Context: an optimization exercise on an open-source flow, tuned for small area. The choices shown serve that exercise and are no tape-out recipe.
The RTL was checked by simulation tests, not by an equivalence proof against the original design.
Power and IR drop assume default switching activity.

--- run.sh ---
#!/bin/bash
# synth_recipe.tcl (not shown) runs the flow's synth.tcl, then flattens the netlist and writes it again
# the make line also repeats each setting of config.mk as NAME=value (left out here)
make -C /OpenROAD-flow-scripts/flow DESIGN_CONFIG=/design/flow/config.mk WORK_HOME=/design/flow/orfs CLKGATE_MAP_FILE= SYNTH_SCRIPT=/design/flow/synth_recipe.tcl finish
--- config.mk ---
export PLATFORM = sky130hd
export DESIGN_NAME = core_top
export DESIGN_NICKNAME = core_top
export VERILOG_FILES = /design/flow/design.v
export SDC_FILE = /design/flow/constraint.sdc
export NUM_CORES = 4
export LEC_CHECK = 0
export CAP_MARGIN = 20
export CORE_MARGIN = 2
export CORE_UTILIZATION = 40
export SLEW_MARGIN = 20
--- constraint.sdc ---
create_clock -name core_clock -period 5.5 [get_ports {clk}]
set_input_delay 1.1000 -clock core_clock [delete_from_list [all_inputs] [get_ports {clk}]]
set_output_delay 1.1000 -clock core_clock [all_outputs]
set_load 0.01 [all_outputs]
--- design.v ---
package core_pkg;
    localparam int XLEN       = 32;
    localparam int NUM_REGS   = 16;
    localparam int REG_AW     = 4;
    localparam int DMEM_WORDS = 16;
    localparam int DMEM_AW    = 4;
    localparam int COND_MSB     = 31;
    localparam int COND_LSB     = 28;
    localparam int TYPE_MSB     = 27;
    localparam int TYPE_LSB     = 26;
    localparam int IMM_FLAG_BIT = 25;
    localparam int OPC_MSB      = 24;
    localparam int OPC_LSB      = 21;
    localparam int LOAD_BIT     = 20;
    localparam int RN_LSB       = 16;
    localparam int RD_LSB       = 12;
    localparam int RM_LSB       = 0;
    localparam int IMM8_WIDTH   = 8;
    localparam int OFFSET_WIDTH = 24;    
    localparam logic [1:0] TYPE_DATA       = 2'b00;
    localparam logic [1:0] TYPE_LOAD_STORE = 2'b01;
    localparam logic [1:0] TYPE_BRANCH     = 2'b10;
    localparam logic [3:0] OPC_AND  = 4'b0000;
    localparam logic [3:0] OPC_ANDS = 4'b0001;
    localparam logic [3:0] OPC_SUB  = 4'b0010;
    localparam logic [3:0] OPC_SUBS = 4'b0011;
    localparam logic [3:0] OPC_ADD  = 4'b0100;
    localparam logic [3:0] OPC_LSL  = 4'b1101;
    localparam logic [1:0] STATUS_UPDATE = 2'b11;    
    localparam logic [3:0] COND_NE = 4'b0001;
    localparam logic [3:0] COND_LE = 4'b1101;    
    localparam logic [3:0] COND_AL = 4'b1110;
    typedef enum logic [1:0] {
        ALU_AND = 2'b00,
        ALU_ADD = 2'b01,
        ALU_SUB = 2'b10,
        ALU_LSL = 2'b11
    } alu_op_t;
endpackage
`timescale 1ns/1ps
import core_pkg::*;
module reg_file (
    input  logic              clk,
    input  logic              rst_n,
    input  logic [REG_AW-1:0] rd_addr_a,
    input  logic [REG_AW-1:0] rd_addr_b,
    input  logic              wr_enable,
    input  logic [REG_AW-1:0] wr_addr,
    input  logic [XLEN-1:0]   wr_data,      
    output logic [XLEN-1:0]   rd_data_a,
    output logic [XLEN-1:0]   rd_data_b
);
    logic [XLEN-1:0] regs [NUM_REGS];
    for (genvar i = 0; i < NUM_REGS; i++) begin : g_row
        always_ff @(posedge clk) begin
            if (!rst_n || (wr_enable && wr_addr == REG_AW'(i)))
                regs[i] <= wr_data;
        end
    end
    always_comb begin
        rd_data_a = '0;
        rd_data_b = '0;
        for (int i = 0; i < NUM_REGS; i++) begin
            rd_data_a = rd_data_a | (regs[i] & {XLEN{rd_addr_a == REG_AW'(i)}});
            rd_data_b = rd_data_b | (regs[i] & {XLEN{rd_addr_b == REG_AW'(i)}});
        end
    end
endmodule
`timescale 1ns/1ps
import core_pkg::*;
module memory_stage (
    input  logic               clk,
    input  logic               rst_n,
    input  logic               wr_enable,
    input  logic [DMEM_AW-1:0] wr_addr,
    input  logic [XLEN-1:0]    wr_data,     
    input  logic [DMEM_AW+1:0] rd_addr,     
    output logic [7:0]         rd_byte
);
    logic [XLEN-1:0] dmem [DMEM_WORDS];
    for (genvar i = 0; i < DMEM_WORDS; i++) begin : g_word
        always_ff @(posedge clk) begin
            if (!rst_n || (wr_enable && wr_addr == DMEM_AW'(i)))
                dmem[i] <= wr_data;
        end
    end
    always_comb begin
        rd_byte = '0;
        for (int i = 0; i < DMEM_WORDS; i++) begin
            for (int j = 0; j < 4; j++) begin
                rd_byte = rd_byte | (dmem[i][8*j +: 8] & {8{rd_addr == (DMEM_AW+2)'(4*i + j)}});
            end
        end
    end
endmodule
`timescale 1ns/1ps
import core_pkg::*;
module core_top (
    input  logic                    clk,
    input  logic                    rst_n,
    input  logic                    instr_valid,
    input  logic [XLEN-1:0]         instruction,
    output logic                    wb_valid,
    output logic [REG_AW-1:0]       wb_reg,
    output logic [XLEN-1:0]         wb_data,
    output logic                    branch_taken,
    output logic [OFFSET_WIDTH-1:0] branch_offset,
    output logic                    flag_n,
    output logic                    flag_z
);
    logic [1:0]        op_type;
    logic [3:0]        opcode;
    logic [3:0]        cond;
    logic [REG_AW-1:0] f_rn, f_rd, f_rm;
    logic [7:0]        f_imm;
    logic              live, is_dp, is_ls, is_br;
    logic              n_wr, n_ld, n_st, n_s;
    logic [1:0]        n_op;
    logic [1:0]        n_br;
    assign op_type = instruction[TYPE_MSB:TYPE_LSB];
    assign opcode  = instruction[OPC_MSB:OPC_LSB];
    assign cond    = instruction[COND_MSB:COND_LSB];
    assign f_rn    = instruction[RN_LSB +: REG_AW];
    assign f_rd    = instruction[RD_LSB +: REG_AW];
    assign f_rm    = instruction[RM_LSB +: REG_AW];
    assign f_imm   = instruction[IMM8_WIDTH-1:0];
    assign live    = instr_valid && (instruction != '0);
    assign is_dp   = op_type == TYPE_DATA;
    assign is_ls   = op_type == TYPE_LOAD_STORE;
    assign is_br   = op_type == TYPE_BRANCH;
    always_comb begin
        n_wr = live && (is_dp || (is_ls && instruction[LOAD_BIT]));
        n_ld = live && is_ls &&  instruction[LOAD_BIT];
        n_st = live && is_ls && !instruction[LOAD_BIT];
        n_s  = live && is_dp && (opcode == OPC_ANDS || opcode == OPC_SUBS);
        case (opcode)
            OPC_AND, OPC_ANDS: n_op = ALU_AND;
            OPC_SUB, OPC_SUBS: n_op = ALU_SUB;
            OPC_LSL:           n_op = ALU_LSL;
            default:           n_op = ALU_ADD;
        endcase
        n_br = 2'b00;
        if (live && is_br) begin
            case (cond)
                COND_NE: n_br = 2'b01;
                COND_LE: n_br = 2'b10;
                COND_AL: n_br = 2'b11;
                default: n_br = 2'b00;
            endcase
        end
    end
    logic [XLEN-1:0]  port_a, port_b;
    logic [DMEM_AW+1:0] ls_addr;    
    logic              e_wr, e_st;
    logic [REG_AW-1:0] e_rd;        
    logic [XLEN-1:0]   e_data;      
    logic [XLEN-1:0]   e_wdata;
    assign e_wdata = e_data & {XLEN{rst_n}};
    reg_file reg_file_i (
        .clk       (clk),
        .rst_n     (rst_n),
        .rd_addr_a (f_rn),
        .rd_addr_b (is_ls ? f_rd : f_rm),    
        .wr_enable (e_wr),
        .wr_addr   (e_rd),
        .wr_data   (e_wdata),
        .rd_data_a (port_a),
        .rd_data_b (port_b)
    );
    assign ls_addr = port_a[DMEM_AW+1:0] + f_imm[DMEM_AW+1:0];
    logic              i_wr, i_ld, i_st, i_s;
    logic [1:0]        i_op;
    logic [1:0]        i_br;
    logic [REG_AW-1:0] i_rd;        
    logic [XLEN-1:0]   i_a;         
    logic [XLEN-1:0]   i_b;         
    always_ff @(posedge clk) begin
        if (!rst_n) begin
            i_wr <= 1'b0;
            i_ld <= 1'b0;
            i_st <= 1'b0;
            i_s  <= 1'b0;
            i_br <= 2'b00;
        end else begin
            i_wr <= n_wr;
            i_ld <= n_ld;
            i_st <= n_st;
            i_s  <= n_s;
            i_br <= n_br;
        end
    end
    always_ff @(posedge clk) begin
        i_op <= n_op;
        i_rd <= (is_ls && !instruction[LOAD_BIT]) ? ls_addr[DMEM_AW+1:2] : f_rd;
        i_a  <= is_ls ? {port_a[XLEN-1:DMEM_AW+2], ls_addr} : port_a;
        if (is_br)
            i_b <= {{(XLEN-OFFSET_WIDTH){1'b0}}, instruction[OFFSET_WIDTH-1:0]};
        else if ((is_dp && instruction[IMM_FLAG_BIT]) || (is_ls && instruction[LOAD_BIT]))
            i_b <= {{(XLEN-IMM8_WIDTH){1'b0}}, f_imm};
        else
            i_b <= port_b;
    end
    logic [XLEN-1:0] alu;
    logic            cond_pass;
    logic [7:0]      ld_byte;
    always_comb begin
        case (i_op)
            ALU_AND: alu = i_a & i_b;
            ALU_SUB: alu = i_a - i_b;
            ALU_LSL: alu = i_a << i_b[4:0];
            default: alu = i_a + i_b;
        endcase
    end
    always_comb begin
        case (i_br)
            2'b01:   cond_pass = !flag_z;
            2'b10:   cond_pass = flag_z || flag_n;
            2'b11:   cond_pass = 1'b1;
            default: cond_pass = 1'b0;
        endcase
    end
    memory_stage memory_stage_i (
        .clk       (clk),
        .rst_n     (rst_n),
        .wr_enable (e_st),
        .wr_addr   (e_rd),
        .wr_data   (e_wdata),
        .rd_addr   (i_a[DMEM_AW+1:0]),
        .rd_byte   (ld_byte)
    );
    always_ff @(posedge clk) begin
        if (!rst_n) begin
            e_wr         <= 1'b0;
            e_st         <= 1'b0;
            branch_taken <= 1'b0;
            flag_n       <= 1'b0;
            flag_z       <= 1'b0;
        end else begin
            e_wr         <= i_wr;
            e_st         <= i_st;
            branch_taken <= cond_pass;
            if (i_s) begin
                flag_n <= alu[XLEN-1];
                flag_z <= (alu == '0);
            end
        end
    end
    always_ff @(posedge clk) begin
        e_rd <= i_rd;
        if (i_ld)
            e_data <= {{(XLEN-8){1'b0}}, ld_byte};
        else if (i_st || i_br != 2'b00)
            e_data <= i_b;
        else
            e_data <= alu;
    end
    assign branch_offset = e_data[OFFSET_WIDTH-1:0];
    always_ff @(posedge clk) begin
        if (!rst_n) wb_valid <= 1'b0;
        else        wb_valid <= e_wr;
    end
    always_ff @(posedge clk) begin
        wb_reg  <= e_rd;
        wb_data <= e_data;
    end
endmodule
==> results of run 1 <==
## power breakdown
group | leakage, nW | switching [mW] | internal [mW] | total (mW)
Clock | 1.90 | 3.53 | 4.56 | 8.09
Sequential | 11.8 | 1.04 | 11.8 | 12.9
Combinational | 6.27 | 3.36 | 1.67 | 5.03
## routing by layer
layer  GRT usage (%)  wire (um)
met1           43.53      76370
met2           45.54      85470
met3           11.05      32140
met4           13.33       9910
met5               0         92
## layout make-up
class | count | area share, %
Antenna cell | 12 | 0.05199
Tap cell | 1625 | 3.520
Inverter | 28 | 0.1820
Clock buffer | 176 | 5.931
Clock inverter | 52 | 0.7929
Multi-Input combinational cell | 2038 | 26.14
Sequential cell | 1178 | 58.58
Timing Repair Buffer | 330 | 4.796
## logic make-up after synthesis
family | Yosys count | synth area share [%]
flip-flops | 1178 | 68.79
AO/OA/AOI/OAI | 1133 | 17.62
AND/OR/NAND/NOR | 728 | 7.286
buffers and inverters | 232 | 1.992
multiplexers | 79 | 2.203
XOR/XNOR | 54 | 0.9616
adder cells (fa/ha/maj) | 44 | 1.150
## how the worst min path moves through the flow
stage | start | to | slack (ps) | cells after the start
final | i_rd[1] | e_rd[1] | 330 | 0
after global routing | i_rd[1] | e_rd[1] | 340 | 0
after CTS | i_rd[1] | e_rd[1] | 330 | 0
after detailed placement | i_rd[1] | e_rd[1] | 320 | 0
after global placement | i_rd[1] | e_rd[1] | 310 | 0
after floorplan | i_rd[0] | e_rd[0] | 310 | 0
## worst register-to-register path, stage by stage (launching register included)
cell and delay (ps):
dfxtp_1 350, or4_1 590, nor4_1 470, nand2_1 200
nor2_1 400, a21oi_1 150, xnor2_1 140, ha_1 390
a21o_1 220, a31o_2 270, nor3_1 150, o211ai_1 170
and2_1 200, xor2_1 170, a2111oi_2 370, nand4_1 190
nor4b_1 360, nand3_1 120, o21ai_1 140
## per-stage QoR
step	std cells	setup slack, ps
5_1_grt	5427	96.50
4_1_cts	5427	442.3
6_report	5439	366.0
3_5_place_dp	5199	490.4
2_1_floorplan	3448	707.0
3_3_place_gp	5199	454.8
## placed cells by master, fill, tap and decap left out, types with 41 or more instances in the layout
| cell | netlist | final |
|---|---|---|
| a221oi_1 | 231 | 231 |
| buf_4 | 24 | 229 |
| nand4_1 | 101 | 101 |
| a22oi_1 | 301 | 301 |
| mux2i_1 | 43 | 43 |
| xnor2_1 | 48 | 48 |
| dfxtp_1 | 154 | 152 |
| o21ai_0 | 101 | 68 |
| nor2_2 | 0 | 41 |
| edfxtp_1 | 1024 | 1024 |
| nor2_1 | 207 | 140 |
| ha_1 | 42 | 41 |
| clkdlybuf4s50_1 | 0 | 97 |
| clkbuf_16 | 0 | 123 |
| a31oi_1 | 55 | 55 |
| nand3_1 | 57 | 57 |
| a21oi_1 | 89 | 89 |
| nand2_1 | 156 | 156 |
| a22o_1 | 225 | 225 |
==> results.toml, run 1 <==
[status]
status = "complete, no violations"

[layout]
num-fill-cells = 10520
multi_input_area_um2 = 15100
drive_above_1_share_pct = 15.60
reg.largest.list = "memory_stage_i.dmem x512, reg_file_i.regs x512"
final_cell_area_um2 = 57760
syn_to_final_growth_pct = 17.43
post-route-util_pct = 47.39
fin_nets = 3775
seqCellArea_um2 = 33840

[synth]
synth_top_flop_cell = "edfxtp_1"
yosysTopAreaCellShare_pct = 62.52
yosysUniqueCellTypes = 80
yosys-top-cells-area = "edfxtp_1 63%, dfxtp_1 6.3%, a22oi_1 4.6%, a221oi_1 4.1%, a22o_1 4.0%"
synth-seq-area-share_pct = 68.79
syn_avg_cell_area_um2 = 14.26
yosysWarnings = 5
synth_seq_cells = 1178
synth_top_cells_by_count = "1,024 x edfxtp_1, 301 x a22oi_1, 231 x a221oi_1"
synth.most_common_cell = "edfxtp_1"
syn_inst = 3448
syn_nets = 3527
synthesis.area_um2 = 49180
synth_edf_count = 1024
synth_largest_area_cell = "edfxtp_1"
async_flop_share_pct = 0

[worst_setup_path]
setup.worst_path.class = "register to register"
crit_family = "simple AND/OR/NAND/NOR gates"
setup.worst_path.end = "flag_z"
cp_num_buf_inv = 0
r2r-end = "flag_z"
cp-start-kind = "register"
r2r-start = "i_b[10]"
crit_start = "i_b[10]"
crit_chain = "or4_1, nor4_1, nand2_1, nor2_1, a21oi_1, xnor2_1, ha_1, a21o_1, a31o_2, nor3_1, o211ai_1, and2_1, xor2_1, a2111oi_2, nand4_1, nor4b_1, nand3_1, o21ai_1"
worst_ep_required_time_ps = 6190
cp_max_fo = 6
worstPathArrival_ps = 5820
r2r_setup_slack_ps = 370
critPathSlowestCell = "or4_1"
rr_worst_depth = 18
cp.depth = 18
cp-end-kind = "register"
critPathMaxStageDelay_ps = 590

[clock_network]
cts.sinks = 1178
cts_setup_buffers = 0
cts_resized = 0
cts_root_buf = "clkbuf_16"
clock_tree.buffer_depth = 3
clkTransAtPathRegs_ps = 70
h-tree-depth = 3
cts_tree = "done"
cts_buffers = 120
clk_latency_ps = 780
hold_buffers = 0

[flow_run]
cap_violations = 0

[floorplan]
die_area_um2 = 125800
io_pins = 99
num_rows = 128
fp.coreArea_um2 = 121900
dieHeight_um = 354.7
die-width_um = 354.7
start_util_pct = 40.36

[grt]
grt_max_degree = 39
grt_pass1_wl_mm = 279.9
overflow = 0
antenna_found_initial = 14
grt_usage_pct = 31.68
grt_pass1_vias = 34940

[timing]
setup_violations = 0
fin_setup_tns_ps = 0
slew_headroom_pct = 14.34
period_share_pct = 93.35
rsz0062_at_grt = "false"
final.setup_skew_ps = 48.19
holdWs_ps = 334.8
finalHoldViolCount = 0
slew_viol_final = 0
fmax_mhz = 194.8
final.min_clock_period_ps = 5134
worstMarginPinSlew_ps = 1284

[drt]
post_drt_wl_per_cell_um = 37.50
postRouteAntennaNets = 0
drt-initial-drc-count = 7342
routed_wl_mm = 204.0
drcViolationCount = 0
dr.pass1.iters = 6
drt-vias-per-instance = 6.913
num_vias = 37600

[power_and_ir_drop]
p_leak_nw = 19.93
ir_worst_vdd_v = 0.0002806
p_total_mw = 25.98
powerDensity_nw_per_um2 = 449.9

[placed_design]
routabilityCongestion = 1.003
port_buffers = 98
dp_hpwl_mm = 129.8
place_area_um2 = 53840

[min_path]
hp-class = "register to register"
==> run 2, diff against run 1 <==
--- a/design.v
+++ b/design.v
@@ -44,2 +44,3 @@
     input  logic              rst_n,
+    input  logic              rd_en_a,      
     input  logic [REG_AW-1:0] rd_addr_a,
@@ -63,3 +64,3 @@
         for (int i = 0; i < NUM_REGS; i++) begin
-            rd_data_a = rd_data_a | (regs[i] & {XLEN{rd_addr_a == REG_AW'(i)}});
+            rd_data_a = rd_data_a | (regs[i] & {XLEN{rd_en_a && rd_addr_a == REG_AW'(i)}});
             rd_data_b = rd_data_b | (regs[i] & {XLEN{rd_addr_b == REG_AW'(i)}});
@@ -117,3 +118,2 @@
     logic              n_wr, n_ld, n_st, n_s;
-    logic [1:0]        n_op;
     logic [1:0]        n_br;
@@ -135,8 +135,2 @@
         n_s  = live && is_dp && (opcode == OPC_ANDS || opcode == OPC_SUBS);
-        case (opcode)
-            OPC_AND, OPC_ANDS: n_op = ALU_AND;
-            OPC_SUB, OPC_SUBS: n_op = ALU_SUB;
-            OPC_LSL:           n_op = ALU_LSL;
-            default:           n_op = ALU_ADD;
-        endcase
         n_br = 2'b00;
@@ -151,4 +145,5 @@
     end
-    logic [XLEN-1:0]  port_a, port_b;
+    logic [XLEN-1:0]    port_a, port_b, op2;
     logic [DMEM_AW+1:0] ls_addr;    
+    logic               n_st_f, use_imm, n_and, n_sub;
     logic              e_wr, e_st;
@@ -158,2 +153,3 @@
     assign e_wdata = e_data & {XLEN{rst_n}};
+    assign n_st_f  = is_ls && !instruction[LOAD_BIT];
     reg_file reg_file_i (
@@ -161,4 +157,5 @@
         .rst_n     (rst_n),
-        .rd_addr_a (f_rn),
-        .rd_addr_b (is_ls ? f_rd : f_rm),    
+        .rd_en_a   (!is_br),
+        .rd_addr_a (n_st_f ? f_rd : f_rn),
+        .rd_addr_b (n_st_f ? f_rn : f_rm),
         .wr_enable (e_wr),
@@ -169,5 +166,10 @@
     );
-    assign ls_addr = port_a[DMEM_AW+1:0] + f_imm[DMEM_AW+1:0];
-    logic              i_wr, i_ld, i_st, i_s;
-    logic [1:0]        i_op;
+    assign ls_addr = (n_st_f ? port_b[DMEM_AW+1:0] : port_a[DMEM_AW+1:0]) + f_imm[DMEM_AW+1:0];
+    assign use_imm = is_br || (is_dp && instruction[IMM_FLAG_BIT]);
+    assign op2     = use_imm ? (is_br ? {{(XLEN-OFFSET_WIDTH){1'b0}}, instruction[OFFSET_WIDTH-1:0]}
+                                      : {{(XLEN-IMM8_WIDTH){1'b0}}, f_imm})
+                             : port_b;
+    assign n_and   = is_dp && (opcode == OPC_AND || opcode == OPC_ANDS);
+    assign n_sub   = is_dp && (opcode == OPC_SUB || opcode == OPC_SUBS);
+    logic              i_wr, i_ld, i_st, i_s, i_lsl, i_cin;
     logic [1:0]        i_br;
@@ -175,3 +177,3 @@
     logic [XLEN-1:0]   i_a;         
-    logic [XLEN-1:0]   i_b;         
+    logic [XLEN-1:0]   i_b;
     always_ff @(posedge clk) begin
@@ -192,23 +194,21 @@
     always_ff @(posedge clk) begin
-        i_op <= n_op;
-        i_rd <= (is_ls && !instruction[LOAD_BIT]) ? ls_addr[DMEM_AW+1:2] : f_rd;
-        i_a  <= is_ls ? {port_a[XLEN-1:DMEM_AW+2], ls_addr} : port_a;
-        if (is_br)
-            i_b <= {{(XLEN-OFFSET_WIDTH){1'b0}}, instruction[OFFSET_WIDTH-1:0]};
-        else if ((is_dp && instruction[IMM_FLAG_BIT]) || (is_ls && instruction[LOAD_BIT]))
-            i_b <= {{(XLEN-IMM8_WIDTH){1'b0}}, f_imm};
+        i_lsl <= is_dp && opcode == OPC_LSL;
+        i_cin <= n_sub;
+        i_rd  <= n_st_f ? ls_addr[DMEM_AW+1:2] : f_rd;
+        if (n_and)
+            i_a <= port_a & op2;
+        else if (is_ls && instruction[LOAD_BIT])
+            i_a <= {port_a[XLEN-1:DMEM_AW+2], ls_addr};
         else
-            i_b <= port_b;
-    end
-    logic [XLEN-1:0] alu;
+            i_a <= port_a;
+        if (n_and || n_st_f)
+            i_b <= '0;
+        else
+            i_b <= op2 ^ {XLEN{n_sub}};
+    end
+    logic [XLEN-1:0] alu, sum;
     logic            cond_pass;
     logic [7:0]      ld_byte;
-    always_comb begin
-        case (i_op)
-            ALU_AND: alu = i_a & i_b;
-            ALU_SUB: alu = i_a - i_b;
-            ALU_LSL: alu = i_a << i_b[4:0];
-            default: alu = i_a + i_b;
-        endcase
-    end
+    assign sum = i_a + i_b + XLEN'(i_cin);
+    assign alu = i_lsl ? (i_a << i_b[4:0]) : sum;
     always_comb begin
@@ -249,8 +249,3 @@
         e_rd <= i_rd;
-        if (i_ld)
-            e_data <= {{(XLEN-8){1'b0}}, ld_byte};
-        else if (i_st || i_br != 2'b00)
-            e_data <= i_b;
-        else
-            e_data <= alu;
+        e_data <= i_ld ? {{(XLEN-8){1'b0}}, ld_byte} : alu;
     end
==> run 2 against run 1 <==
Against the previous run:
- design area is 2.8% higher
- sequential share of layout area decreased by 1.6 points
- clock power increased by 2.8%
- sequential power barely moved
- cell count rose by 3.9%
- combinational power increased by 14%
- wire length is 5.3% higher
- first-iteration DRC count rose by 5.2%
- largest cell class unchanged
- fmax rose by 7.8%
- area after synthesis is 1.8% higher
- clock skew increased by 35 ps
==> results.toml, run 2 <==
[status]
status = "complete, no violations"

[clock_network]
cts_tree = "done"
clk_latency_ps = 790
cts_buffers = 117
clock_tree.buffer_depth = 3
cts.sinks = 1178
cts_setup_buffers = 0
h-tree-depth = 3
clkTransAtPathRegs_ps = 70
cts_resized = 0
hold_buffers = 0
cts_root_buf = "clkbuf_16"

[floorplan]
io_pins = 99
num_rows = 129
fp.coreArea_um2 = 124000
die_area_um2 = 128000
dieHeight_um = 357.7
die-width_um = 357.7
start_util_pct = 40.38

[worst_setup_path]
cp_max_fo = 10
cp-end-kind = "register"
r2r-start = "i_a[0]"
worstPathArrival_ps = 5450
crit_start = "instruction[27]"
setup.worst_path.class = "input port to register"
worst_ep_required_time_ps = 6190
cp-start-kind = "input port"

[synth]
yosysTopAreaCellShare_pct = 61.43
yosysUniqueCellTypes = 98
syn_avg_cell_area_um2 = 14.06
synth_top_flop_cell = "edfxtp_1"
syn_inst = 3559
synth_edf_count = 1024
synth_largest_area_cell = "edfxtp_1"
synthesis.area_um2 = 50050
async_flop_share_pct = 0
synth_top_cells_by_count = "1,024 x edfxtp_1, 326 x a22oi_1, 229 x nor2_1"
yosys-top-cells-area = "edfxtp_1 61%, dfxtp_1 6.2%, a22oi_1 4.9%, a221oi_1 2.6%, a22o_1 2.2%"
yosysWarnings = 5
synth.most_common_cell = "edfxtp_1"
synth_seq_cells = 1178
synth-seq-area-share_pct = 67.59
syn_nets = 3633

[drt]
routed_wl_mm = 214.7
postRouteAntennaNets = 0
drcViolationCount = 0
drt-vias-per-instance = 6.807
dr.pass1.iters = 10
drt-initial-drc-count = 7723
post_drt_wl_per_cell_um = 38.00
num_vias = 38460

[min_path]
hp-class = "register to register"
min_from = "e_data[30]"

[grt]
overflow = 0
grt_usage_pct = 33.10
grt_max_degree = 48
antenna_found_initial = 12
grt_pass1_vias = 35780
grt_pass1_wl_mm = 294.4

[power_and_ir_drop]
powerDensity_nw_per_um2 = 457.8
p_leak_nw = 20.67
ir_worst_vdd_v = 0.0003032

[placed_design]
port_buffers = 98
dp_cells = 5422
dp_hpwl_mm = 137.9
routabilityCongestion = 1.007

[layout]
final_cell_mix = "1,024 x edfxtp_1, 340 x buf_4, 326 x a22oi_1"
num-fill-cells = 10760
mostFrequentLayoutCell = "edfxtp_1"
reg.largest.list = "memory_stage_i.dmem x512, reg_file_i.regs x512"
final-instance-count-excl-fill = 5650
syn_to_final_growth_pct = 18.61
drive_above_1_share_pct = 17.89
fin_nets = 3978

[timing]
rsz0062_at_grt = "false"
slew_viol_final = 0
fin_setup_tns_ps = 0
period_share_pct = 86.59
final.min_clock_period_ps = 4763
finalHoldViolCount = 0
fmax_mhz = 210.0
setup_violations = 0
worstMarginPinSlew_ps = 1276
slew_headroom_pct = 14.83
final.setup_skew_ps = 83.39

[flow_run]
cap_violations = 0
-- run 2: cell count changes after synthesis, moves of 22 or more --
cell      before  now
a21oi_1       89  174
o21ai_1        2   24
a221oi_1     231  148
nand3_1       57   86
buf_2          3   65
a31oi_1       55   14
clkbuf_1     159   96
nand4_1      101   72
nor2_1       207  229
o21ai_0      101   79
a222oi_1       9   49
a22o_1       225  125
nand2_1      156  222
a22oi_1      301  326
-- run 2: kinds of logic (layout without fill, tap and decap cells) --
group	count (synthesis)	in the layout	share of synthesized area, %
flops	1178	1178	67.59
compound gates	1096	1096	16.39
simple gates	825	825	8.234
buf+inv	248	696	2.450
mux	117	117	3.330
xor+xnor	56	56	0.9799
fa+ha+maj	39	39	1.020
other cells	0	6	0
-- run 2: per-layer routing --
metal  routed length [um]  part of all wire (%)  track usage, %  up-vias
met5                   94                 0.044               0        -
met4                12990                   6.1           16.10       14
met3                32200                    15           11.16      714
met2                90460                    42           47.95     3643
met1                78970                    37           44.53    18910
li1                     -                     -               -    15180
-- run 2: metrics by stage --
stage          area (um^2)  worst slack (ps)  total power, mW  utilization [%]  hold WS, ps
6_report             59370             737.5            27.18            47.89        360.9
4_1_cts              59340             759.0            26.95            47.87        361.9
3_3_place_gp         55320             22.38            18.77            44.63        342.1
5_1_grt              59350             420.3            27.88            47.88        362.0
3_5_place_dp         55320            -57.50            18.77            44.63        342.0
2_1_floorplan        50050             665.0            15.67                -        309.6
-- run 2: cell type report --
class	instances	area [um^2]	share of cell area, %
diodes	6	15.01	0.02529
flip-flops and latches	1178	33840	56.99
clock buffers	155	3211	5.408
inverters	26	97.59	0.1644
repair buffers	448	3744	6.306
clock inverters	67	813.3	1.370
well taps	1637	2048	3.450
multi-input cells	2133	15600	26.28
-- run 2: worst max-delay path, stage by stage --
cell,delay (ps)
clkdlybuf4s50_1,530
buf_4,230
a22o_1,230
a22oi_1,210
buf_4,200
nor2b_1,100
and3_1,290
a222oi_1,330
nand3_1,150
or3_1,410
nor2_1,100
a21oi_1,50
ha_1,220
fa_1,420
a21o_1,200
a21oi_1,210
xnor2_1,170
nor2_1,60
a221oi_1,230
-- run 2: where the power goes --
part           switching [mW]  internal (mW)  leakage [nW]  total [mW]
clock                    3.68           4.64          1.92        8.32
combinational            3.80           1.91          7.00        5.71
sequential               1.09           12.1          11.7        13.1
total                    8.58           18.6          20.7        27.2
-- run 2: path summary, 6_finish.rpt --
check	to	slack, ps	cells after the start
hold reg to reg	wb_data[30]	360	0
setup / recovery	i_a[4]	740	19
hold / removal	wb_data[30]	360	0
setup reg to reg	flag_z	900	14
==> run 3, diff against run 2 <==
==> flow/run.sh (new file) <==
#!/bin/bash
# Own layout flow: the standard ORFS flow with
#  - the standard synthesis script, except that ABC maps for area
#    (flow/abc_area.script) and adders use Yosys's default carry lookahead
#    instead of the Kogge-Stone map; flip-flops are mapped exactly as in the
#    standard synthesis (dfflibmap runs before ABC and ABC never sees them);
#  - smaller port buffers and a clock tree without dummy loads.
# Every tool's output goes to a log file in this folder (and ORFS's own logs
# under orfs/logs).
set -euo pipefail
W=$PWD
F=$W/flow

# Synthesis script: synth_recipe.tcl with ABC and synth wrapped.
{
  cat <<TCL
proc abc {args} {
  set i [lsearch -exact \$args -script]
  if {\$i >= 0} { set args [lreplace \$args [expr {\$i+1}] [expr {\$i+1}] $F/abc_area.script] }
  puts "own flow abc: \$args"
  yosys abc {*}\$args
}
proc synth {args} {
  set i [lsearch -glob \$args *lcu_kogge_stone.v]
  if {\$i > 0} { set args [lreplace \$args [expr {\$i-1}] \$i] }
  puts "own flow synth: \$args"
  yosys synth -nofsm -noshare {*}\$args
}
TCL
  tail -n +2 $W/synth_recipe.tcl
} > $W/own_synth.tcl

CTS="-sink_clustering_enable -repair_clock_nets -dont_use_dummy_load"
if [[ -f $F/cts_args ]]; then CTS=$(cat $F/cts_args); fi
EXTRA=()
if [[ -f $F/extra_vars ]]; then mapfile -t EXTRA < $F/extra_vars; fi

make -C "$FLOW_HOME" DESIGN_CONFIG=$W/config.mk WORK_HOME=$W/orfs CLKGATE_MAP_FILE= \
  SYNTH_SCRIPT=$W/own_synth.tcl \
  "BUFFER_PORTS_ARGS=-buffer_cell sky130_fd_sc_hd__buf_1" \
  "CTS_ARGS=$CTS" "${EXTRA[@]}" \
  finish > $W/make_finish.log 2>&1

R=$W/orfs/results/$FLOW_PLATFORM/core_top/base
: # left out here: write the final layout as DEF
==> flow/abc_area.script (new file) <==
&get -n
&st
&dch
&nf -a
&st
&syn2
&dch
&nf -a
&st
&dch -f
&nf -a
&put
topo
dnsize -c
==> flow/cts_args (new file) <==
-sink_clustering_enable -repair_clock_nets -dont_use_dummy_load -sink_clustering_size 22 -sink_clustering_max_diameter 100 -buf_list sky130_fd_sc_hd__clkbuf_16
==> standard.sh (new file) <==
#!/bin/bash
# synth_recipe.tcl (not shown) runs the flow's synth.tcl, then flattens the netlist and writes it again
# the make line also repeats each setting of config.mk as NAME=value (left out here)
make -C /OpenROAD-flow-scripts/flow DESIGN_CONFIG=/design/flow/config.mk WORK_HOME=/design/flow/orfs CLKGATE_MAP_FILE= SYNTH_SCRIPT=/design/flow/synth_recipe.tcl "${@:-finish}"
--- a/config.mk
+++ b/config.mk
@@ -7,5 +7,5 @@
 export LEC_CHECK = 0
-export CAP_MARGIN = 20
+export CAP_MARGIN = 5
 export CORE_MARGIN = 2
-export CORE_UTILIZATION = 40
-export SLEW_MARGIN = 20
+export CORE_UTILIZATION = 30
+export SLEW_MARGIN = 5
removed: run.sh
==> run 3 against run 2 <==
Against the previous run:
- still clean on timing, DRC and antenna
- design area shrank 9.6%
- core utilization shrank 13 points
- global-route usage decreased by 9.2 points
- sequential power about the same
- via count is 10% lower
- sequential share of layout area is 6.1 points higher
==> results.toml, run 3 <==
[worst_setup_path]
critPathSlowestCell = "fa_2"
cp-start-kind = "register"
worst_ep_required_time_ps = 6070
cp-end-kind = "register"
worstPathArrival_ps = 5810
crit_top_cell = "a21o_1"
cp_max_fo = 3
critPathMaxStageDelay_ps = 370
setup.worst_path.class = "register to register"

[power_and_ir_drop]
ir_worst_vdd_v = 0.0002515
switching_power_mw = 7.115
clockPowerShare_pct = 22.1
powerDensity_nw_per_um2 = 421.5
p_leak_nw = 18.34
pwr-share-comb_pct = 20.4
p_seq_share_pct = 57.5
p_total_mw = 22.62
swShare_pct = 31.46
p_int_mw = 15.50

[synth]
synthesis.area_um2 = 46320
syn_avg_cell_area_um2 = 15.32
synth_largest_area_cell = "edfxtp_1"
yosysUniqueCellTypes = 54
yosysWarnings = 5
yosysTopAreaCellShare_pct = 66.39
synth.most_common_cell = "edfxtp_1"
synth_top_flop_cell = "edfxtp_1"
synth-seq-area-share_pct = 73.05
synth_edf_count = 1024
async_flop_share_pct = 0
syn_nets = 3110
synth_top_cells_by_count = "1,024 x edfxtp_1, 285 x a222oi_1, 270 x nor2_1"
syn_inst = 3023
synth_seq_cells = 1178
yosys-top-cells-area = "edfxtp_1 66%, dfxtp_1 6.7%, a222oi_1 6.2%, a22oi_1 2.5%, nor2_1 2.2%"

[floorplan]
die_area_um2 = 157500
die-width_um = 396.9
dieHeight_um = 396.9
fp.coreArea_um2 = 153700
start_util_pct = 30.14
num_rows = 144
io_pins = 99

[timing]
setup_violations = 0
rsz0062_at_grt = "true"
finalHoldViolCount = 0
slew_headroom_pct = 15.46
fmax_mhz = 190.9
worstMarginPinSlew_ps = 1263
fin_setup_tns_ps = 0
final.setup_skew_ps = 90.60
slew_viol_final = 0
final.min_clock_period_ps = 5238
period_share_pct = 95.23
setup_ws_ps = 262.4

[layout]
final_cell_mix = "1,024 x edfxtp_1, 285 x a222oi_1, 279 x buf_4"
fin_nets = 3535
final-instance-count-excl-fill = 5493
drive_above_1_share_pct = 13.52
post-route-util_pct = 34.92
mostFrequentLayoutCell = "edfxtp_1"
syn_to_final_growth_pct = 15.87
reg.largest.list = "memory_stage_i.dmem x512, reg_file_i.regs x512"
num-fill-cells = 14640

[grt]
grt_pass1_vias = 32670
grt_max_degree = 43
grt_usage_pct = 23.86
grt_pass1_wl_mm = 263.7
overflow = 0
antenna_found_initial = 15

[placed_design]
port_buffers = 98
routabilityCongestion = 0.9595
dp_hpwl_mm = 121.5
post-place-ws_ps = -161.2
dp_cells = 5416

[clock_network]
cts_tree = "done"
cts_root_buf = "clkbuf_16"
clock_tree.buffer_depth = 3
cts.sinks = 1178
clk_latency_ps = 710
clkTransAtPathRegs_ps = 90
cts_buffers = 67
hold_buffers = 0
h-tree-depth = 3

[drt]
drt-initial-drc-count = 8300
routed_wl_mm = 194.9
routed.top_layer = "met5"
post_drt_wl_per_cell_um = 35.48
wl_met2_mm = 83.44
dr.pass1.iters = 13
drt-vias-per-instance = 6.284
postRouteAntennaNets = 0
dr_wl_met3_mm = 30.62
drcViolationCount = 0
num_vias = 34520
wl_met1_mm = 71.61

[status]
status = "complete, no violations"

[flow_run]
cap_violations = 0

[min_path]
hp-class = "register to register"
## run 3: cell count changes in the layout (fill, tap and decap cells not counted), sizes merged, moves of 22 or more
cell           delta
a21oi            -72
a22oi           -172
nand2            +27
a222oi          +236
inv              -35
nor2             +41
nor4             -22
clkdlybuf4s50    -97
mux2i            -24
a221oi           -69
a22o             -61
buf              +28
mux4             -34
clkbuf           -87
## run 3: through the flow
step	area [um^2]	hold WS (ps)
floorplan	46410	309.6
global placement	51860	312.4
detailed placement	51860	317.9
CTS	53580	311.8
global route	53660	321.7
finish	53670	291.9
## run 3: power groups by stage
stage / logic, mW / clock network, mW / registers [mW]
after floorplan: 2.12 / 0 / 12.9
after global placement: 4.41 / 0 / 13.2
after detailed placement: 4.41 / 0 / 13.2
after CTS: 4.44 / 5.04 / 13.0
after global routing: 4.81 / 5.33 / 13.2
final: 4.62 / 5.00 / 13.0
## run 3: what timing repair did
item	in CTS	in global routing
buffers inserted	1	6
gates resized for setup	8	12
pin swaps	6	28
endpoints found under the setup margin	1	5
## run 3: metal layers
layer / global-route usage (%) / vias to the layer above
met5: 0 / -
met4: 10.27 / 2
met3: 8.193 / 573
met2: 35.30 / 3307
met1: 31.69 / 17110
li1: - / 13520
## run 3: cells by family (layout without fill, tap and decap cells)
family,Yosys count,in the layout,share of synthesized area [%]
DFF,1178,1178,73.05
and+or+nand+nor,787,787,7.650
AOI/OAI and AO/OA,861,861,14.90
buffers and inverters,42,465,0.5349
xor gates and xnor gates,51,51,0.9644
muxes,52,52,1.172
adders and majority gates,52,52,1.729
other,0,3,0
## run 3: area by class of cell
cell class                      count  area (um^2)  area share [%]
Clock buffer                       67         1677           3.124
Multi-Input combinational cell   1803        12990           24.20
Sequential cell                  1178        33840           63.06
Inverter                           18        72.57          0.1352
Antenna cell                        3        7.507         0.01399
Timing Repair Buffer              380         2526           4.707
Tap cell                         2044         2557           4.766
## run 3: path summary, 6_finish.rpt
| check | from | endpoint | slack [ps] | depth (start not counted) |
|---|---|---|---|---|
| worst max-delay path | i_b[0] | flag_z | 260 | 30 |
| worst min-delay path | e_data[29] | wb_data[29] | 290 | 0 |
| worst max register to register | i_b[0] | flag_z | 260 | 30 |
| worst min register to register | e_data[29] | wb_data[29] | 290 | 0 |
## run 3: worst max-delay path, delay by kind of cell, from the launching register on
family	cells	cell delay, ps
compound gates	20	3140
fa+ha+maj	3	790
buf+inv	1	80
simple gates	5	660
xor+xnor	1	140
flops	1	360
==> run 4, diff against run 3 <==
--- a/config.mk
+++ b/config.mk
@@ -7,5 +7,5 @@
 export LEC_CHECK = 0
-export CAP_MARGIN = 5
+export CAP_MARGIN = 20
 export CORE_MARGIN = 2
 export CORE_UTILIZATION = 30
-export SLEW_MARGIN = 5
+export SLEW_MARGIN = 20
==> run 4 against run 3 <==
Against the previous run:
- still clean on timing, DRC and antenna
- wire length did not move
- clock power about the same
- global-route usage did not move
==> results.toml, run 4 <==
[status]
status = "complete, no violations"

[power_and_ir_drop]
powerDensity_nw_per_um2 = 421.5
p_leak_nw = 18.34
ir_worst_vdd_v = 0.0002515

[drt]
post_drt_wl_per_cell_um = 35.48
routed_wl_mm = 194.9
dr_wl_met3_mm = 30.62
num_vias = 34520
dr.pass1.iters = 13
drcViolationCount = 0
wl_met2_mm = 83.44
drt-vias-per-instance = 6.284
postRouteAntennaNets = 0
drt-initial-drc-count = 8300
wl_met1_mm = 71.61
routed.top_layer = "met5"

[synth]
synth-seq-area-share_pct = 73.05
synth_largest_area_cell = "edfxtp_1"
synth_top_family_by_area = "compound AO/OA/AOI/OAI gates"
synth_top_cells_by_count = "1,024 x edfxtp_1, 285 x a222oi_1, 270 x nor2_1"
synth_compound_area_share_pct = 14.90
synth_seq_cells = 1178
yosys.area_share.simple_pct = 7.650
yosysUniqueCellTypes = 54
synthAdderAreaFrac_pct = 1.729
synth_top_flop_cell = "edfxtp_1"
synth_edf_count = 1024
async_flop_share_pct = 0
syn_inst = 3023
syn_nets = 3110
yosys-top-cells-area = "edfxtp_1 66%, dfxtp_1 6.7%, a222oi_1 6.2%, a22oi_1 2.5%, nor2_1 2.2%"
synthXorXnorAreaFrac_pct = 0.9644
yosysTopAreaCellShare_pct = 66.39
synthesis.area_um2 = 46320
yosysWarnings = 5
syn_avg_cell_area_um2 = 15.32
muxShareOfSynthArea_pct = 1.172
synth.most_common_cell = "edfxtp_1"

[floorplan]
io_pins = 99
start_util_pct = 30.14
die_area_um2 = 157500
fp.coreArea_um2 = 153700
dieHeight_um = 396.9
num_rows = 144
die-width_um = 396.9

[clock_network]
cts.sinks = 1178
clkTransAtPathRegs_ps = 90
clock_tree.buffer_depth = 3
cts_tree = "done"
clk_latency_ps = 710
h-tree-depth = 3
cts_buffers = 67
cts_root_buf = "clkbuf_16"
hold_buffers = 0

[placed_design]
post-place-ws_ps = -161.2
dp_cells = 5416
routabilityCongestion = 0.9595
dp_hpwl_mm = 121.5
port_buffers = 98
place_area_um2 = 51860

[timing]
setup_ws_ps = 262.4
setup_violations = 0
final.min_clock_period_ps = 5238
slew_viol_final = 0
worstMarginPinSlew_ps = 1263
slew_headroom_pct = 15.46
fmax_mhz = 190.9
final.setup_skew_ps = 90.60
rsz0062_at_grt = "true"
period_share_pct = 95.23
finalHoldViolCount = 0
fin_setup_tns_ps = 0

[worst_setup_path]
setup.worst_path.class = "register to register"
r2r_setup_slack_ps = 260
cp_max_fo = 3
critPathMaxStageDelay_ps = 370
r2r-start = "i_b[0]"
r2r-end = "flag_z"
crit_family = "compound AO/OA/AOI/OAI gates"
worstPathArrival_ps = 5810
rr_worst_depth = 30
critPathSlowestCell = "fa_2"
cp_num_buf_inv = 1
cp-start-kind = "register"
worst_ep_required_time_ps = 6070
cp-end-kind = "register"
crit_top_cell = "a21o_1"

[flow_run]
cap_violations = 0

[grt]
grt_max_degree = 43
grt_pass1_vias = 32670
grt_usage_pct = 23.86
antenna_found_initial = 15
overflow = 0
grt_pass1_wl_mm = 263.7

[layout]
drive_above_1_share_pct = 13.52
reg.largest.list = "memory_stage_i.dmem x512, reg_file_i.regs x512"
final_cell_area_um2 = 53670
final-instance-count-excl-fill = 5493
mostFrequentLayoutCell = "edfxtp_1"
fin_nets = 3535
final_cell_mix = "1,024 x edfxtp_1, 285 x a222oi_1, 279 x buf_4"
syn_to_final_growth_pct = 15.87

[min_path]
min_path_cells = 0
min_from = "e_data[29]"
hp-class = "register to register"
hold_end = "wb_data[29]"
==> run 4: cell counts in the layout (fill, tap and decap cells not counted) <==
No cell type changed its count.
==> run 4: worst max path at each step <==
stage,from,endpoint,slack (ps),depth (start not counted)
finish,i_b[0],flag_z,260,30
global route,i_b[0],flag_z,-140,30
CTS,i_a[0],flag_z,30,26
detailed placement,i_a[0],flag_z,-160,26
global placement,i_a[0],flag_z,-190,26
floorplan,i_b[1],flag_z,120,25
==> run 4: layer usage <==
metal | global-route usage [%] | vias to the layer above
li1 | - | 13520
met1 | 31.69 | 17110
met2 | 35.30 | 3307
met3 | 8.193 | 573
met4 | 10.27 | 2
met5 | 0 | -
==> run 4: cell type report <==
class | count | area, um^2
fill | 14640 | 100000
sequential | 1178 | 33840
multi-input combinational | 1803 | 12990
tap | 2044 | 2557
timing repair buffer | 380 | 2526
clock buffer | 67 | 1677
inverter | 18 | 72.57
antenna | 3 | 7.507
==> run 4: cells by family (layout without fill, tap and decap cells) <==
| kind of cell | count (synthesis) | after routing |
|---|---|---|
| flip-flops | 1178 | 1178 |
| AND/OR/NAND/NOR | 787 | 787 |
| multiplexers | 52 | 52 |
| AO/OA/AOI/OAI | 861 | 861 |
| other | 0 | 3 |
| buffers and inverters | 42 | 465 |
| adder cells (fa/ha/maj) | 52 | 52 |
| XOR/XNOR | 51 | 51 |
==> run 4: where the power goes <==
group	internal, mW	switching [mW]
Sequential	12.0	0.967
Clock	2.18	2.82
Combinational	1.29	3.33
==> run 4: through the flow <==
| step | utilization, % | hold slack (ps) | total power [mW] |
|---|---|---|---|
| 2_1_floorplan | - | 309.6 | 15.00 |
| 3_3_place_gp | 33.74 | 312.4 | 17.56 |
| 3_5_place_dp | 33.74 | 317.9 | 17.59 |
| 4_1_cts | 34.86 | 311.8 | 22.47 |
| 5_1_grt | 34.92 | 321.7 | 23.29 |
| 6_report | 34.92 | 291.9 | 22.62 |
==> run 4: what timing repair did <==
action / CTS / global route
pin swaps: 6 / 28
gates resized for setup: 8 / 12
gates cloned: 0 / 0
setup buffers: 1 / 6
endpoints found under the hold margin: 0 / 0
endpoints found under the setup margin: 1 / 5
==> run 5, diff against run 4 <==
==> flow/cts_args (replaced) <==
-sink_clustering_enable -repair_clock_nets -dont_use_dummy_load -sink_clustering_size 26 -sink_clustering_max_diameter 100 -buf_list sky130_fd_sc_hd__clkbuf_16
==> run 5 against run 4 <==
Against the previous run:
- count of clock-buffer cells in the layout down 14
- total power shrank 2.5%
- sequential power hardly changed
- register-to-register slack lost 20 ps
- critical path type unchanged
==> results.toml, run 5 <==
[synth]
syn_nets = 3110
synth_largest_area_cell = "edfxtp_1"
syn_avg_cell_area_um2 = 15.32
async_flop_share_pct = 0
yosysWarnings = 5
synth_top_family_by_area = "compound AO/OA/AOI/OAI gates"
synthAdderAreaFrac_pct = 1.729
synthesis.area_um2 = 46320
synth_compound_area_share_pct = 14.90
synthXorXnorAreaFrac_pct = 0.9644
synth-seq-area-share_pct = 73.05
yosys.area_share.simple_pct = 7.650
synth.most_common_cell = "edfxtp_1"
synth_seq_cells = 1178
synth_edf_count = 1024
yosysTopAreaCellShare_pct = 66.39
muxShareOfSynthArea_pct = 1.172
synth_top_flop_cell = "edfxtp_1"
syn_inst = 3023
yosys-top-cells-area = "edfxtp_1 66%, dfxtp_1 6.7%, a222oi_1 6.2%, a22oi_1 2.5%, nor2_1 2.2%"
synth_top_cells_by_count = "1,024 x edfxtp_1, 285 x a222oi_1, 270 x nor2_1"
yosysUniqueCellTypes = 54

[worst_setup_path]
r2r-end = "flag_z"
worst_ep_required_time_ps = 6100
critPathSlowestCell = "fa_2"
worstPathArrival_ps = 5850
r2r-start = "i_b[0]"
critPathMaxStageDelay_ps = 370
rr_worst_depth = 30
crit_top_cell = "a21o_1"
cp_num_buf_inv = 1
cp-end-kind = "register"
setup.worst_path.class = "register to register"
cp_max_fo = 3
r2r_setup_slack_ps = 250
crit_family = "compound AO/OA/AOI/OAI gates"
cp-start-kind = "register"

[placed_design]
post-place-ws_ps = -161.2
port_buffers = 98
dp_hpwl_mm = 121.5
routabilityCongestion = 0.9595

[clock_network]
cts_buffers = 53
clk_latency_ps = 740
cts_root_buf = "clkbuf_16"
cts_tree = "done"
cts.sinks = 1178
clock_tree.buffer_depth = 3
clkTransAtPathRegs_ps = 100
h-tree-depth = 2
hold_buffers = 0

[drt]
dr.pass1.iters = 13
drt-vias-per-instance = 6.293
routed_wl_mm = 194.5
drt-initial-drc-count = 8126
postRouteAntennaNets = 0
num_vias = 34490
post_drt_wl_per_cell_um = 35.49
drcViolationCount = 0

[layout]
final_cell_mix = "1,024 x edfxtp_1, 285 x a222oi_1, 279 x buf_4"
post-route-util_pct = 34.69
mostFrequentLayoutCell = "edfxtp_1"
syn_to_final_growth_pct = 15.11
num-fill-cells = 14680
drive_above_1_share_pct = 13.17
fin_nets = 3521
reg.largest.list = "memory_stage_i.dmem x512, reg_file_i.regs x512"

[power_and_ir_drop]
p_int_mw = 15.05
p_seq_share_pct = 58.9
clockPowerShare_pct = 20.1
ir_worst_vdd_v = 0.0002846
pwr-share-comb_pct = 20.9
swShare_pct = 31.79
p_leak_nw = 18.16
switching_power_mw = 7.013
powerDensity_nw_per_um2 = 413.7

[min_path]
min_from = "e_data[6]"
min_path_cells = 0
hold_end = "wb_data[6]"
hp-class = "register to register"

[floorplan]
io_pins = 99
fp.coreArea_um2 = 153700
die-width_um = 396.9
start_util_pct = 30.14
num_rows = 144
die_area_um2 = 157500
dieHeight_um = 396.9

[timing]
worstMarginPinSlew_ps = 1223
final.setup_skew_ps = 147.5
slew_viol_final = 0
slew_headroom_pct = 18.17
period_share_pct = 95.50
finalHoldViolCount = 0
setup_ws_ps = 247.3
final.min_clock_period_ps = 5253
rsz0062_at_grt = "true"
setup_violations = 0
fmax_mhz = 190.4
holdWs_ps = 297.8
fin_setup_tns_ps = 0

[grt]
overflow = 0
grt_pass1_vias = 32490
grt_max_degree = 43
antenna_found_initial = 16
grt_pass1_wl_mm = 262.9
grt_usage_pct = 23.70

[status]
status = "complete, no violations"

[flow_run]
cap_violations = 0
==> run 5: cells by family after synthesis <==
| kind of cell | after synthesis |
|---|---|
| AND/OR/NAND/NOR | 787 |
| multiplexers | 52 |
| adder cells (fa/ha/maj) | 52 |
| XOR/XNOR | 51 |
| AO/OA/AOI/OAI | 861 |
| flip-flops | 1178 |
| buffers and inverters | 42 |
==> run 5: layer usage <==
metal	GRT usage [%]	routed length, um	up-vias	part of all wire [%]
li1	-	-	13480	-
met1	31.62	70490	17000	36
met2	35.17	82850	3396	43
met3	8.143	31420	611	16
met4	9.648	9701	2	5.0
met5	0	12	-	0.0062
==> run 5: power groups by stage <==
stage	Clock [mW]	Sequential [mW]	Combinational [mW]
after detailed placement	0	13.2	4.41
after CTS	4.47	13.0	4.44
after global routing	4.75	13.1	4.80
after global placement	0	13.2	4.41
final	4.44	13.0	4.62
after floorplan	0	12.9	2.12
==> run 5: how the worst max path moves through the flow <==
stage                        end  slack, ps   start  cells after the start
after detailed placement  flag_z       -160  i_a[0]                     26
after global routing      flag_z       -160  i_b[0]                     30
after floorplan           flag_z        120  i_b[1]                     25
after global placement    flag_z       -190  i_a[0]                     26
final                     flag_z        250  i_b[0]                     30
after CTS                 flag_z          7  i_a[0]                     26
==> run 5: what timing repair did <==
action | in CTS | in global routing
resized for setup | 7 | 13
pin swaps | 5 | 29
setup buffers | 1 | 6
setup endpoints to repair | 1 | 5
gates cloned | 0 | 0
==> run 5: area by class of cell <==
cell class / count / area [um^2] / area share, %
antenna: 4 / 10.01 / 0.01877
tap: 2044 / 2557 / 4.797
multi-input combinational: 1803 / 12990 / 24.36
clock buffer: 53 / 1326 / 2.487
timing repair buffer: 380 / 2526 / 4.738
sequential: 1178 / 33840 / 63.47
inverter: 18 / 72.57 / 0.1361
==> run 5: worst reg2reg max path: cells and delay by family (launching register included) <==
| kind | cells | cell delay (ps) |
|---|---|---|
| AOI/OAI and AO/OA | 20 | 3210 |
| adders and majority gates | 3 | 790 |
| and+or+nand+nor | 5 | 660 |
| DFF | 1 | 360 |
| xor gates and xnor gates | 1 | 140 |
| buffers and inverters | 1 | 80 |
==> run 5: through the flow <==
stage	power (mW)	instance area [um^2]	instances
2_1_floorplan	15.00	46410	3023
3_3_place_gp	17.56	51860	5416
3_5_place_dp	17.59	51860	5416
4_1_cts	21.88	53220	5470
5_1_grt	22.70	53310	5478
6_report	22.06	53320	5480
==> run 6, diff against run 5 <==
==> flow/abc_area.script (replaced) <==
&get -n
&st
&dch
&nf -a
&st
&syn2
&dch
&nf -a
&st
&dch -f
&nf -a
&st
&dch -f
&nf -a
&put
topo
dnsize -c
==> run 6 against run 5 <==
Against the previous run:
- core utilization is 0.18 points lower
- global-route usage is 0.67 points lower
- sequential power hardly changed
- cell count is 0.93% lower
- flip-flop and latch count stayed put
- clock power is 4% higher
- count of clock-buffer cells in the layout is 5 higher
- design area is 0.64% lower
- fmax is 2.1% lower
- largest power group unchanged
==> results.toml, run 6 <==
[worst_setup_path]
cp-end-kind = "register"
critPathSlowestCell = "fa_1"
rr_worst_depth = 29
worst_ep_required_time_ps = 6140
worstPathArrival_ps = 6010
setup.worst_path.class = "register to register"
cp_max_fo = 3
r2r-end = "flag_z"
cp-start-kind = "register"
crit_top_cell = "a21o_1"
r2r_setup_slack_ps = 130
r2r-start = "i_b[0]"
critPathMaxStageDelay_ps = 410

[clock_network]
cts.sinks = 1178
clk_latency_ps = 750
hold_buffers = 0
h-tree-depth = 2
cts_buffers = 58
clock_tree.buffer_depth = 3
clkTransAtPathRegs_ps = 100
cts_tree = "done"
cts_root_buf = "clkbuf_16"

[drt]
num_vias = 34030
post_drt_wl_per_cell_um = 34.56
drt-initial-drc-count = 8120
routed_wl_mm = 187.6
postRouteAntennaNets = 0
drcViolationCount = 0
dr.pass1.iters = 13
drt-vias-per-instance = 6.267

[timing]
finalHoldViolCount = 0
slew_viol_final = 0
rsz0062_at_grt = "true"
final.min_clock_period_ps = 5365
slew_headroom_pct = 17.51
worstMarginPinSlew_ps = 1236
setup_ws_ps = 134.7
fmax_mhz = 186.4
final.setup_skew_ps = 95.47
period_share_pct = 97.55
holdWs_ps = 335.4
setup_violations = 0

[floorplan]
fp.coreArea_um2 = 153500
num_rows = 144
die_area_um2 = 157200
dieHeight_um = 396.5
io_pins = 99
start_util_pct = 30.11
die-width_um = 396.5

[placed_design]
port_buffers = 98
dp_hpwl_mm = 111.2
routabilityCongestion = 0.9535
post-place-ws_ps = -420.3
place_area_um2 = 51430

[synth]
syn_inst = 3016
synth_largest_area_cell = "edfxtp_1"
yosysUniqueCellTypes = 49
syn_avg_cell_area_um2 = 15.33
synth_top_cells_by_count = "1,024 x edfxtp_1, 283 x a222oi_1, 248 x nor2_1"
yosysTopAreaCellShare_pct = 66.53
synth.most_common_cell = "edfxtp_1"
synthesis.area_um2 = 46220
synth_top_flop_cell = "edfxtp_1"
yosysWarnings = 5
synth_edf_count = 1024
yosys-top-cells-area = "edfxtp_1 67%, dfxtp_1 6.7%, a222oi_1 6.1%, a22oi_1 3.1%, nor2_1 2.0%"
async_flop_share_pct = 0
syn_nets = 3103
synth_seq_cells = 1178
synth-seq-area-share_pct = 73.20

[min_path]
hp-class = "register to register"
hold_end = "e_rd[1]"
min_from = "i_rd[1]"
min_path_cells = 0

[layout]
syn_to_final_growth_pct = 14.62
mostFrequentLayoutCell = "edfxtp_1"
drive_above_1_share_pct = 12.30
final_cell_mix = "1,024 x edfxtp_1, 283 x a222oi_1, 243 x nand2_1"
fin_nets = 3471
reg.largest.list = "memory_stage_i.dmem x512, reg_file_i.regs x512"
post-route-util_pct = 34.51
final_cell_area_um2 = 52980

[grt]
grt_pass1_vias = 32120
antenna_found_initial = 4
grt_pass1_wl_mm = 256.3
grt_max_degree = 55
overflow = 0
grt_usage_pct = 23.03

[power_and_ir_drop]
p_leak_nw = 17.82
ir_worst_vdd_v = 0.0002792
powerDensity_nw_per_um2 = 415.0

[status]
status = "complete, no violations"

[flow_run]
cap_violations = 0
-- run 6: cell count changes in the layout (fill, tap and decap cells not counted), moves of 6 or more --
cell	delta
and2_2	-9
a221oi_1	-25
and2_0	+7
buf_4	-47
nand2_1	-7
a22o_1	-25
nor2_1	-42
nor2_2	+20
o21ai_0	+7
nand4_1	+23
a22oi_1	+36
a31oi_1	+6
-- run 6: layer usage --
metal / up-vias / GRT usage [%] / part of all wire [%]
met1: 16810 / 30.04 / 36
met3: 686 / 6.372 / 14
met4: 6 / 12.97 / 6.9
met2: 3129 / 34.46 / 43
li1: 13390 / - / -
met5: - / 0.1539 / 0.019
-- run 6: layout make-up --
type | count | area, um^2
antenna | 3 | 7.507
clock buffer | 58 | 1451
fill | 14710 | 100500
inverter | 19 | 76.32
multi-input combinational | 1795 | 12890
sequential | 1178 | 33840
tap | 2044 | 2557
timing repair buffer | 332 | 2153
-- run 6: what timing repair did --
| item | 4_1_cts | 5_1_grt |
|---|---|---|
| resized for setup | 9 | 8 |
| setup endpoints to repair | 4 | 5 |
| pin swaps | 6 | 24 |
| setup buffers | 1 | 4 |
-- run 6: worst max-delay path by stage --
stage | cells after the start | slack, ps | end | start
2_1_floorplan | 16 | 50 | i_a[4] | instruction[26]
3_3_place_gp | 29 | -390 | flag_z | i_b[0]
3_5_place_dp | 29 | -420 | flag_z | i_b[0]
4_1_cts | 29 | 10 | flag_z | i_b[0]
5_1_grt | 29 | -280 | flag_z | i_b[0]
6_report | 29 | 130 | flag_z | i_b[0]
-- run 6: report_power, final --
group | switching [mW] | leakage (nW) | total, mW | internal, mW
sequential | 0.943 | 11.8 | 13.0 | 12.0
clock | 2.76 | 0.715 | 4.62 | 1.87
combinational | 3.17 | 5.35 | 4.40 | 1.23
-- run 6: cell families (layout without fill, tap and decap cells) --
group / Yosys count / count (layout) / share of synthesized area [%]
flip-flops: 1178 / 1178 / 73.20
AO/OA/AOI/OAI: 865 / 865 / 14.78
AND/OR/NAND/NOR: 779 / 779 / 7.690
adder cells (fa/ha/maj): 52 / 52 / 1.732
XOR/XNOR: 50 / 50 / 0.9474
multiplexers: 49 / 49 / 1.110
buffers and inverters: 43 / 409 / 0.5441
other: 0 / 3 / 0
-- run 6: through the flow --
stage	setup TNS [ps]	total power [mW]	instances
floorplan	0	14.92	3016
global placement	-708.6	17.31	5363
detailed placement	-869.8	17.33	5363
CTS	0	21.84	5422
global route	-276.7	22.61	5426
finish	0	21.99	5429
-- run 6: worst max-delay path, delay by kind of cell, from the launching register on --
family	cells	cell delay (ps)
compound gates	19	2830
fa+ha+maj	3	1180
buf+inv	1	90
flops	1	370
simple gates	6	840
==> run 7, diff against run 6 <==
==> flow/abc_area.script (replaced) <==
&get -n
&st
&dch
&nf -a
&st
&syn2
&dch
&nf -a
&st
&dch -f
&nf -a
&put
topo
dnsize -c
--- a/config.mk
+++ b/config.mk
@@ -9,3 +9,3 @@
 export CORE_MARGIN = 2
-export CORE_UTILIZATION = 30
+export CORE_UTILIZATION = 40
 export SLEW_MARGIN = 20
==> run 7 against run 6 <==
Against the previous run:
- sequential power about the same
- die area decreased by 25%
- critical path type unchanged
- still clean on timing, DRC and antenna
- flip-flop and latch count unchanged
==> results.toml, run 7 <==
[timing]
final.min_clock_period_ps = 5200
fmax_mhz = 192.3
rsz0062_at_grt = "true"
period_share_pct = 94.54
final.setup_skew_ps = 48.36
worstMarginPinSlew_ps = 1212
finalHoldViolCount = 0
setup_violations = 0
slew_viol_final = 0
slew_headroom_pct = 18.89
fin_setup_tns_ps = 0

[worst_setup_path]
cp-end-kind = "register"
crit_top_cell = "a21o_1"
critPathMaxStageDelay_ps = 370
r2r-end = "flag_z"
rr_worst_depth = 30
setup.worst_path.class = "register to register"
cp-start-kind = "register"
worstPathArrival_ps = 5820
cp_max_fo = 3
worst_ep_required_time_ps = 6120
r2r-start = "i_b[0]"
crit_family = "compound AO/OA/AOI/OAI gates"
r2r_setup_slack_ps = 300
cp_num_buf_inv = 1
critPathSlowestCell = "fa_2"

[synth]
async_flop_share_pct = 0
synth_seq_cells = 1178
yosysWarnings = 5
synth_top_flop_cell = "edfxtp_1"
yosysUniqueCellTypes = 54
syn_inst = 3023
synth_top_cells_by_count = "1,024 x edfxtp_1, 285 x a222oi_1, 270 x nor2_1"
synth_largest_area_cell = "edfxtp_1"
synth_edf_count = 1024
yosys-top-cells-area = "edfxtp_1 66%, dfxtp_1 6.7%, a222oi_1 6.2%, a22oi_1 2.5%, nor2_1 2.2%"
syn_avg_cell_area_um2 = 15.32
syn_nets = 3110
synth.most_common_cell = "edfxtp_1"
synthesis.area_um2 = 46320
synth-seq-area-share_pct = 73.05
yosysTopAreaCellShare_pct = 66.39

[floorplan]
dieHeight_um = 344.3
die_area_um2 = 118500
start_util_pct = 40.40
die-width_um = 344.3
fp.coreArea_um2 = 114700
io_pins = 99
num_rows = 124

[clock_network]
cts_buffers = 53
hold_buffers = 0
h-tree-depth = 2
cts.sinks = 1178
clkTransAtPathRegs_ps = 100
cts_root_buf = "clkbuf_16"
cts_tree = "done"
clk_latency_ps = 700
clock_tree.buffer_depth = 3

[layout]
drive_above_1_share_pct = 12.58
fin_nets = 3498
syn_to_final_growth_pct = 13.30
final_cell_mix = "1,024 x edfxtp_1, 285 x a222oi_1, 256 x buf_4"
final_cell_area_um2 = 52480
reg.largest.list = "memory_stage_i.dmem x512, reg_file_i.regs x512"
final-instance-count-excl-fill = 4924
num-fill-cells = 9964
mostFrequentLayoutCell = "edfxtp_1"

[flow_run]
cap_violations = 0

[drt]
drcViolationCount = 0
drt-vias-per-instance = 6.943
drt-initial-drc-count = 8690
post_drt_wl_per_cell_um = 38.28
dr.pass1.iters = 14
num_vias = 34190
postRouteAntennaNets = 0
routed_wl_mm = 188.5

[placed_design]
place_area_um2 = 51060
port_buffers = 98
routabilityCongestion = 0.9973
dp_cells = 4865
dp_hpwl_mm = 116.1

[grt]
grt_usage_pct = 31.26
overflow = 0
antenna_found_initial = 10
grt_max_degree = 42
grt_pass1_vias = 32420
grt_pass1_wl_mm = 257.7

[power_and_ir_drop]
p_leak_nw = 18.05
p_total_mw = 21.86
ir_worst_vdd_v = 0.0002938
powerDensity_nw_per_um2 = 416.5

[min_path]
min_from = "i_rd[0]"
min_path_cells = 0
hold_end = "e_rd[0]"
hp-class = "register to register"

[status]
status = "complete, no violations"
run 7: cell count changes in the layout (fill, tap and decap cells not counted), sizes merged, moves of 6 or more:
cell / before / now
a22oi: 191 / 155
nor2: 248 / 270
nand2: 243 / 250
o21ai: 92 / 85
a22o: 39 / 64
buf: 331 / 356
nand4: 94 / 71
a31oi: 7 / 1
a221oi: 55 / 80
run 7: power breakdown:
part	leakage, nW	total (mW)	switching, mW	internal (mW)
Sequential	11.8	13.0	0.952	12.0
Combinational	5.64	4.46	3.18	1.28
Clock	0.653	4.41	2.69	1.72
run 7: repair_timing:
item / CTS / global route
endpoints found under the hold margin: 0 / 0
gates resized for setup: 9 / 15
setup endpoints to repair: 3 / 4
pin swaps: 4 / 30
gates cloned: 0 / 0
setup buffers: 0 / 3
run 7: per-layer routing:
layer | global-route usage (%) | wire (um) | vias up | part of all wire, %
met5 | 0 | 56 | - | 0.030
li1 | - | - | 13450 | -
met2 | 45.91 | 79300 | 3416 | 42
met4 | 13.41 | 10200 | 8 | 5.4
met3 | 9.342 | 30870 | 666 | 16
met1 | 43.12 | 68090 | 16650 | 36
run 7: stage by stage:
stage          worst slack, ps  utilization [%]  hold slack [ps]
2_1_floorplan            123.8                -            309.6
3_3_place_gp            -185.0            44.53            317.9
3_5_place_dp            -250.1            44.53            315.4
4_1_cts                  22.11            45.71            345.0
5_1_grt                 -98.47            45.76            353.2
6_report                 300.4            45.77            344.1
run 7: worst max-delay path by stage:
stage                     slack [ps]  depth (start not counted)    from     end
after floorplan                  120                         25  i_b[1]  flag_z
after global placement          -180                         30  i_b[0]  flag_z
after detailed placement        -250                         29  i_b[0]  flag_z
after CTS                         20                         26  i_a[0]  flag_z
after global routing            -100                         30  i_b[0]  flag_z
final                            300                         30  i_b[0]  flag_z
run 7: logic make-up after synthesis:
logic type,count (synthesis),synth area share [%]
flip-flops,1178,73.05
multiplexers,52,1.172
AO/OA/AOI/OAI,861,14.90
XOR/XNOR,51,0.9644
adder cells (fa/ha/maj),52,1.729
AND/OR/NAND/NOR,787,7.650
buffers and inverters,42,0.5349
run 7: area by class of cell:
| class | instances | area [um^2] | area share, % |
|---|---|---|---|
| tap | 1512 | 1892 | 3.605 |
| clock buffer | 53 | 1326 | 2.527 |
| sequential | 1178 | 33840 | 64.48 |
| antenna | 3 | 7.507 | 0.01431 |
| timing repair buffer | 357 | 2354 | 4.485 |
| multi-input combinational | 1803 | 12990 | 24.75 |
| inverter | 18 | 71.32 | 0.1359 |

[afterwards: timing with drivers on the ports]
The results above use ideal ports. As a check the final layouts listed here were re-extracted and re-timed, cells and wires unchanged. Step 1, drivers: a clkbuf_16 drives clk and a buf_2 each remaining input, both assumed. Step 2 adds t to the input delays and takes it off the output delays; t is the mean of the earliest and latest rising clock arrival at the registers after step 1. Input paths then give back, and output paths get back, about the clock's delay inside the block. Slacks: ideal / step 1 / step 2; pairs: ideal / step 1.
run	t (ns)	setup slack, ns	worst setup path at the end
run 1	0.827	0.366 / 0.366 / 0.286	input to register
run 2	0.822	0.737 / 0.787 / -0.035	input to register
run 3	0.727	0.262 / 0.262 / -0.210	input to register
run 4	0.727	0.262 / 0.262 / -0.210	input to register
run 5	0.746	0.247 / 0.247 / -0.242	input to register
run 6	0.771	0.135 / 0.135 / 0.012	input to register
run 7	0.754	0.300 / 0.300 / -0.038	input to register
Met with ideal ports but missed after step 2: setup timing in 5 of these runs. For run 2, which loses most, drivers alone change the setup slack by +0.050 ns; drivers and shift together by -0.772 ns.
